What follows belongs to an exercise in optimizing a design on an open flow for a short achievable clock period and few clock cycles; a production flow would make more cautious choices.
The RTL was checked by simulation tests, not by an equivalence proof against the original design.
Power and IR drop assume default switching activity.

rev 12:
Design rv_core, start of the top module:
module rv_core (
    input  wire logic        clk,
    input  wire logic        rst,
    input  wire logic [31:0] imem_rdata,
    output logic [31:0]      imem_addr,
    output logic             retire_valid,
    output logic [31:0]      retire_pc,
    output logic [31:0]      retire_insn,
    output logic [4:0]       retire_rd,
    output logic             retire_rd_we,
    output logic [31:0]      retire_wdata
);
    logic [31:0] pc;
    logic        x_valid;
    logic [31:0] x_pc;
    logic [31:0] x_insn;
    logic [31:0] x_am;       
    logic [31:0] x_bm;       
    logic [31:0] fwd_a;      
    logic [31:0] fwd_b;      
    logic        x_add, x_sub, x_and, x_or, x_xor, x_slt;
    logic        x_mp_eq;    
    logic        x_mp_ne;    
    logic [31:0] x_alt_pc;   
    logic [4:0]  x_rd;
    logic        x_we;
    logic        x_addi;     
    logic [31:0] x_negimm;   
    logic        r_valid;
    logic [31:0] r_pc;
    logic [31:0] r_insn;
    logic [4:0]  r_rd;
    logic        r_we;
    logic [31:0] r_wdata;
    logic [31:0] rf [1:31];
    logic [31:0] w;
    logic [6:0]  opc;
    logic [2:0]  f3;
    logic [6:0]  f7;
    logic [4:0]  rs1, rs2, rd;
    logic        is_op, is_opi, is_br, f3_alu, f7_ok, writes, pred;
    logic        fa_next, fb_next;
    logic [31:0] imm_i, pn, alt, pn_z1, pn_z0;
    logic        early;
    logic [31:0] a_rd, b_rd;
    logic        eq, z;
    assign imem_addr = pc;
    assign w    = imem_rdata;
    assign opc  = w[6:0];
    assign f3   = w[14:12];
    assign f7   = w[31:25];
  ...
Settings: LEC_CHECK=0, CAP_MARGIN=20, CORE_MARGIN=2, CORE_UTILIZATION=40, PLACE_DENSITY=0.6, SETUP_SLACK_MARGIN=3.5, SLEW_MARGIN=20, SYNTH_HIERARCHICAL=1, SYNTH_MINIMUM_KEEP_SIZE=0; clock period 6.5 ns.
standard.sh (not shown) runs the stock make flow with config.mk's settings and CLKGATE_MAP_FILE= SYNTH_SCRIPT=/design/flow/synth_recipe.tcl, a recipe that flattens the netlist after the stock synthesis.
==> flow/flow/run.sh <==
#!/bin/bash
# Standard layout with two changes to synthesis: adders are left to ABC
# instead of the platform's full/half adder cells, and the slow wide OR/NOR
# cells and the 5-input AOI/OAI cells are not used.
set -euo pipefail
cat >> config.mk <<'EOF'
export DONT_USE_CELLS += sky130_fd_sc_hd__or4_1 sky130_fd_sc_hd__or4_2 sky130_fd_sc_hd__or4_4 sky130_fd_sc_hd__or4b_1 sky130_fd_sc_hd__or4b_2 sky130_fd_sc_hd__or4b_4 sky130_fd_sc_hd__or4bb_1 sky130_fd_sc_hd__or4bb_2 sky130_fd_sc_hd__or4bb_4 sky130_fd_sc_hd__nor4_1 sky130_fd_sc_hd__nor4_2 sky130_fd_sc_hd__nor4_4 sky130_fd_sc_hd__nor4b_1 sky130_fd_sc_hd__nor4b_2 sky130_fd_sc_hd__nor4b_4 sky130_fd_sc_hd__nor4bb_1 sky130_fd_sc_hd__nor4bb_2 sky130_fd_sc_hd__nor4bb_4 sky130_fd_sc_hd__a2111o_1 sky130_fd_sc_hd__a2111o_2 sky130_fd_sc_hd__a2111o_4 sky130_fd_sc_hd__a2111oi_0 sky130_fd_sc_hd__a2111oi_1 sky130_fd_sc_hd__a2111oi_2 sky130_fd_sc_hd__a2111oi_4 sky130_fd_sc_hd__o2111a_1 sky130_fd_sc_hd__o2111a_2 sky130_fd_sc_hd__o2111a_4 sky130_fd_sc_hd__o2111ai_1 sky130_fd_sc_hd__o2111ai_2 sky130_fd_sc_hd__o2111ai_4
EOF
bash standard.sh ADDER_MAP_FILE= finish > make_finish.log 2>&1
Rev 12 finished all stages; the layout is clean.
Testbench counts of rev 12, summed over its fixed seeds: cycles 24,230.
Changes in rev 13 relative to rev 12:
--- a/flow/config.mk
+++ b/flow/config.mk
@@ -9,5 +9,5 @@
 export CORE_MARGIN = 2
-export CORE_UTILIZATION = 40
-export PLACE_DENSITY = 0.6
-export SETUP_SLACK_MARGIN = 3.5
+export CORE_UTILIZATION = 50
+export PLACE_DENSITY = 0.65
+export SETUP_SLACK_MARGIN = 4.0
 export SLEW_MARGIN = 20
--- outcome ---
- The worst setup slack number comes out lower for rev 13 vs rev 12.
- When rev 13 is set beside rev 12, its signed area change from the synthesized netlist to the final layout turns out to be 6.6 points larger.
- Measured against each other, rev 12 and rev 13 differ in wire length, the higher figure coming from rev 13.
- Post-route core utilization in rev 13 is 16 points higher than in rev 12


## run A
The RTL this note starts from:
==> flow/design.v <==
`default_nettype none
package rv_isa_pkg;
    localparam logic [6:0] OPC_OP     = 7'b0110011;   
    localparam logic [6:0] OPC_OP_IMM = 7'b0010011;   
    localparam logic [6:0] OPC_BRANCH = 7'b1100011;
    localparam logic [2:0] F3_ADD_SUB = 3'b000;
    localparam logic [2:0] F3_SLT     = 3'b010;
    localparam logic [2:0] F3_XOR     = 3'b100;
    localparam logic [2:0] F3_OR      = 3'b110;
    localparam logic [2:0] F3_AND     = 3'b111;
    localparam logic [2:0] F3_BEQ = 3'b000;
    localparam logic [2:0] F3_BNE = 3'b001;
    localparam logic [6:0] F7_SUB = 7'b0100000;
    localparam logic [31:0] NOP_INSN = 32'h0000_0013;   
    typedef struct packed {
        logic [6:0] funct7;
        logic [4:0] rs2;
        logic [4:0] rs1;
        logic [2:0] funct3;
        logic [4:0] rd;
        logic [6:0] opcode;
    } rv_r_fmt_t;
    typedef struct packed {
        logic [11:0] imm;
        logic [4:0]  rs1;
        logic [2:0]  funct3;
        logic [4:0]  rd;
        logic [6:0]  opcode;
    } rv_i_fmt_t;
    typedef struct packed {
        logic       imm12;
        logic [5:0] imm10_5;
        logic [4:0] rs2;
        logic [4:0] rs1;
        logic [2:0] funct3;
        logic [3:0] imm4_1;
        logic       imm11;
        logic [6:0] opcode;
    } rv_b_fmt_t;
    typedef union packed {
        rv_r_fmt_t r;
        rv_i_fmt_t i;
        rv_b_fmt_t b;
    } rv_insn_u;
endpackage
`default_nettype wire
`default_nettype none
package core_pkg;
    localparam int XLEN       = 32;
    localparam int REG_ADDR_W = 5;
    localparam logic [XLEN-1:0] RESET_PC = '0;
endpackage
`default_nettype wire
`default_nettype none
import core_pkg::*;
import rv_isa_pkg::*;
module rv_core (
    input  wire logic        clk,
    input  wire logic        rst,
    input  wire logic [31:0] imem_rdata,
    output logic [31:0]      imem_addr,
    output logic             retire_valid,
    output logic [31:0]      retire_pc,
    output logic [31:0]      retire_insn,
    output logic [4:0]       retire_rd,
    output logic             retire_rd_we,
    output logic [31:0]      retire_wdata
);
    logic [31:0] pc;
    logic        x_valid;
    logic [31:0] x_pc;
    logic [31:0] x_insn;
    logic [31:0] x_a;        
    logic [31:0] x_b;        
    logic        x_fa;       
    logic        x_fb;       
    logic        x_add, x_sub, x_and, x_or, x_xor, x_slt;
    logic        x_beq, x_bne;
    logic        x_pred;     
    logic [31:0] x_alt_pc;   
    logic [4:0]  x_rd;
    logic        x_we;
    logic        r_valid;
    logic [31:0] r_pc;
    logic [31:0] r_insn;
    logic [4:0]  r_rd;
    logic        r_we;
    logic [31:0] r_wdata;
    logic [31:0] rf [1:31];
    logic [31:0] w;
    logic [6:0]  opc;
    logic [2:0]  f3;
    logic [6:0]  f7;
    logic [4:0]  rs1, rs2, rd;
    logic        is_op, is_opi, is_br, f3_alu, f7_ok, writes, pred;
    logic [31:0] imm_i, imm_b, pc4, target;
    logic [31:0] a_rd, b_rd;
    assign imem_addr = pc;
    assign w    = imem_rdata;
    assign opc  = w[6:0];
    assign f3   = w[14:12];
    assign f7   = w[31:25];
    assign rs1  = w[19:15];
    assign rs2  = w[24:20];
    assign rd   = w[11:7];
    assign is_op  = (opc == OPC_OP);
    assign is_opi = (opc == OPC_OP_IMM);
    assign is_br  = (opc == OPC_BRANCH) && (f3[2:1] == 2'b00);
    assign f3_alu = (f3 == F3_ADD_SUB) || (f3 == F3_SLT) || (f3 == F3_XOR)
                 || (f3 == F3_OR) || (f3 == F3_AND);
    assign f7_ok  = (f7 == 7'd0) || (f7 == F7_SUB && f3 == F3_ADD_SUB);
    assign writes = f3_alu && (is_opi || (is_op && f7_ok));
    assign pred = is_br && (f3[0] ^ (rs1 == rs2));
    assign imm_i  = {{20{w[31]}}, w[31:20]};
    assign imm_b  = {{20{w[31]}}, w[7], w[30:25], w[11:8], 1'b0};
    assign pc4    = pc + 32'd4;
    assign target = pc + imm_b;
    function automatic logic [31:0] rf_read(input logic [4:0] idx);
        if (idx == 5'd0) begin
            rf_read = '0;
        end else if (r_valid && r_we && r_rd == idx) begin
            rf_read = r_wdata;
        end else begin
            rf_read = rf[idx];
        end
    endfunction
    assign a_rd = rf_read(rs1);
    assign b_rd = rf_read(rs2);
    logic [31:0] op_a, op_b, sum, diff, result;
    logic        slt, eq, taken, mispredict;
    assign op_a = x_fa ? r_wdata : x_a;
    assign op_b = x_fb ? r_wdata : x_b;
    assign sum  = op_a + op_b;
    assign diff = op_a - op_b;
    assign slt  = (op_a[31] ^ op_b[31]) ? op_a[31] : diff[31];
    assign eq   = (op_a == op_b);
    assign result = ({32{x_add}} & sum)
                  | ({32{x_sub}} & diff)
                  | ({32{x_and}} & (op_a & op_b))
                  | ({32{x_or}}  & (op_a | op_b))
                  | ({32{x_xor}} & (op_a ^ op_b))
                  | {31'd0, x_slt & slt};
    assign taken      = (x_beq && eq) || (x_bne && !eq);
    assign mispredict = x_valid && (taken != x_pred);
    always_ff @(posedge clk) begin
        if (rst) begin
            pc      <= RESET_PC;
            x_valid <= 1'b0;
        end else if (mispredict) begin
            pc      <= x_alt_pc;
            x_valid <= 1'b0;
        end else begin
            pc      <= pred ? target : pc4;
            x_valid <= 1'b1;
        end
        x_pc     <= pc;
        x_insn   <= w;
        x_a      <= a_rd;
        x_b      <= is_opi ? imm_i : b_rd;
        x_fa     <= x_valid && x_we && (x_rd == rs1);
        x_fb     <= !is_opi && x_valid && x_we && (x_rd == rs2);
        x_add    <= f3 == F3_ADD_SUB && !(is_op && f7 == F7_SUB);
        x_sub    <= f3 == F3_ADD_SUB && is_op && f7 == F7_SUB;
        x_slt    <= f3 == F3_SLT;
        x_xor    <= f3 == F3_XOR;
        x_or     <= f3 == F3_OR;
        x_and    <= f3 == F3_AND;
        x_beq    <= is_br && !f3[0];
        x_bne    <= is_br && f3[0];
        x_pred   <= pred;
        x_alt_pc <= pred ? pc4 : target;
        x_rd     <= rd;
        x_we     <= writes && (rd != 5'd0);
        r_valid  <= x_valid && !rst;
        r_pc     <= x_pc;
        r_insn   <= x_insn;
        r_rd     <= x_rd;
        r_we     <= x_we;
        r_wdata  <= result;
        if (r_valid && r_we) begin
            rf[r_rd] <= r_wdata;
        end
    end
    assign retire_valid = r_valid;
    assign retire_pc    = r_pc;
    assign retire_insn  = r_insn;
    assign retire_rd    = r_rd;
    assign retire_rd_we = r_we;
    assign retire_wdata = r_wdata;
endmodule
`default_nettype wire
Settings: LEC_CHECK=0, ABC_CLOCK_PERIOD_IN_PS=3000, CAP_MARGIN=20, CORE_MARGIN=2, CORE_UTILIZATION=40, PLACE_DENSITY=0.6, SETUP_SLACK_MARGIN=3.0, SLEW_MARGIN=20; clock period 6.5 ns.
run.sh (not shown) runs the stock make flow with config.mk's settings and CLKGATE_MAP_FILE= SYNTH_SCRIPT=/design/flow/synth_recipe.tcl, a recipe that flattens the netlist after the stock synthesis.
Stock flow here: none of the scripts above is used.
Testbench counts of run A, summed over its fixed seeds: cycles 24,837.
Input-level comparison between run B and run A:
--- a/flow/config.mk
+++ b/flow/config.mk
@@ -6,9 +6,7 @@
 export NUM_CORES = 4
 export LEC_CHECK = 0
-export ABC_CLOCK_PERIOD_IN_PS = 3000
 export CAP_MARGIN = 20
 export CORE_MARGIN = 2
 export CORE_UTILIZATION = 40
 export PLACE_DENSITY = 0.6
-export SETUP_SLACK_MARGIN = 3.0
 export SLEW_MARGIN = 20
Notes after the runs:
Run B vs. run A: first-iteration DRC count fell by 340, area of all placed cells without fillers lower, total power divided by cell area now larger, wire length reported by the detailed router fell by 6.8 mm. Run B vs run A — sequential share of cell area rose 1.8 points. STATUS wire length of the first global-routing pass: run B wins against run A. Critical path depth for run B: 2 down relative to run A. Diff run A..run B | area share of and/or/nand/nor cells after synthesis | unchanged. From run A to run B, post-synthesis instance total did not move at all. Changes observed in run B relative to run A: register-to-register slack lower, number of antenna violations at the first check in global routing lower.

## separate check: timing with driven ports
How much do the figures lean on ideal ports? The routed layouts below were timed once more, with nothing changed but the port constraints. Step 1 (the two cells are an assumption about what drives the block):
set clk [get_ports {clk}]
set_driving_cell -lib_cell sky130_fd_sc_hd__clkbuf_16 $clk
set_driving_cell -lib_cell sky130_fd_sc_hd__buf_2 [delete_from_list [all_inputs] $clk]
Step 2 moves the port delays by t, midway between the first and last clock arrival at a register: inputs arrive t later, outputs are due t later. That takes back most of the time a late clock gives input paths. a / b / c = no drivers / after step 1 / after step 2; a / b = the first two.
| run | t, ns | setup WS [ns] | hold slack, ns | worst setup path at the end | latest minus earliest clock arrival (ns) |
|---|---|---|---|---|---|
| rev 12 | 0.897 | 3.388 / 3.404 / 2.509 | 0.313 / 0.313 / 0.313 | input to register | 0.047 / 0.048 |
| rev 13 | 0.876 | 3.364 / 3.364 / 2.651 | 0.317 / 0.317 / 0.317 | input to register | 0.034 / 0.034 |
| run A | 0.864 | 2.802 / 2.802 / 2.087 | 0.325 / 0.325 / 0.325 | input to register | 0.040 / 0.040 |
| run B | 0.865 | 1.199 / 1.199 / 1.199 | 0.321 / 0.321 / 0.321 | register to register | 0.050 / 0.051 |
After both steps every run listed still meets setup and hold. The setup slack of rev 12, which loses most, moves by +0.016 ns with the drivers and by -0.879 ns with both steps.
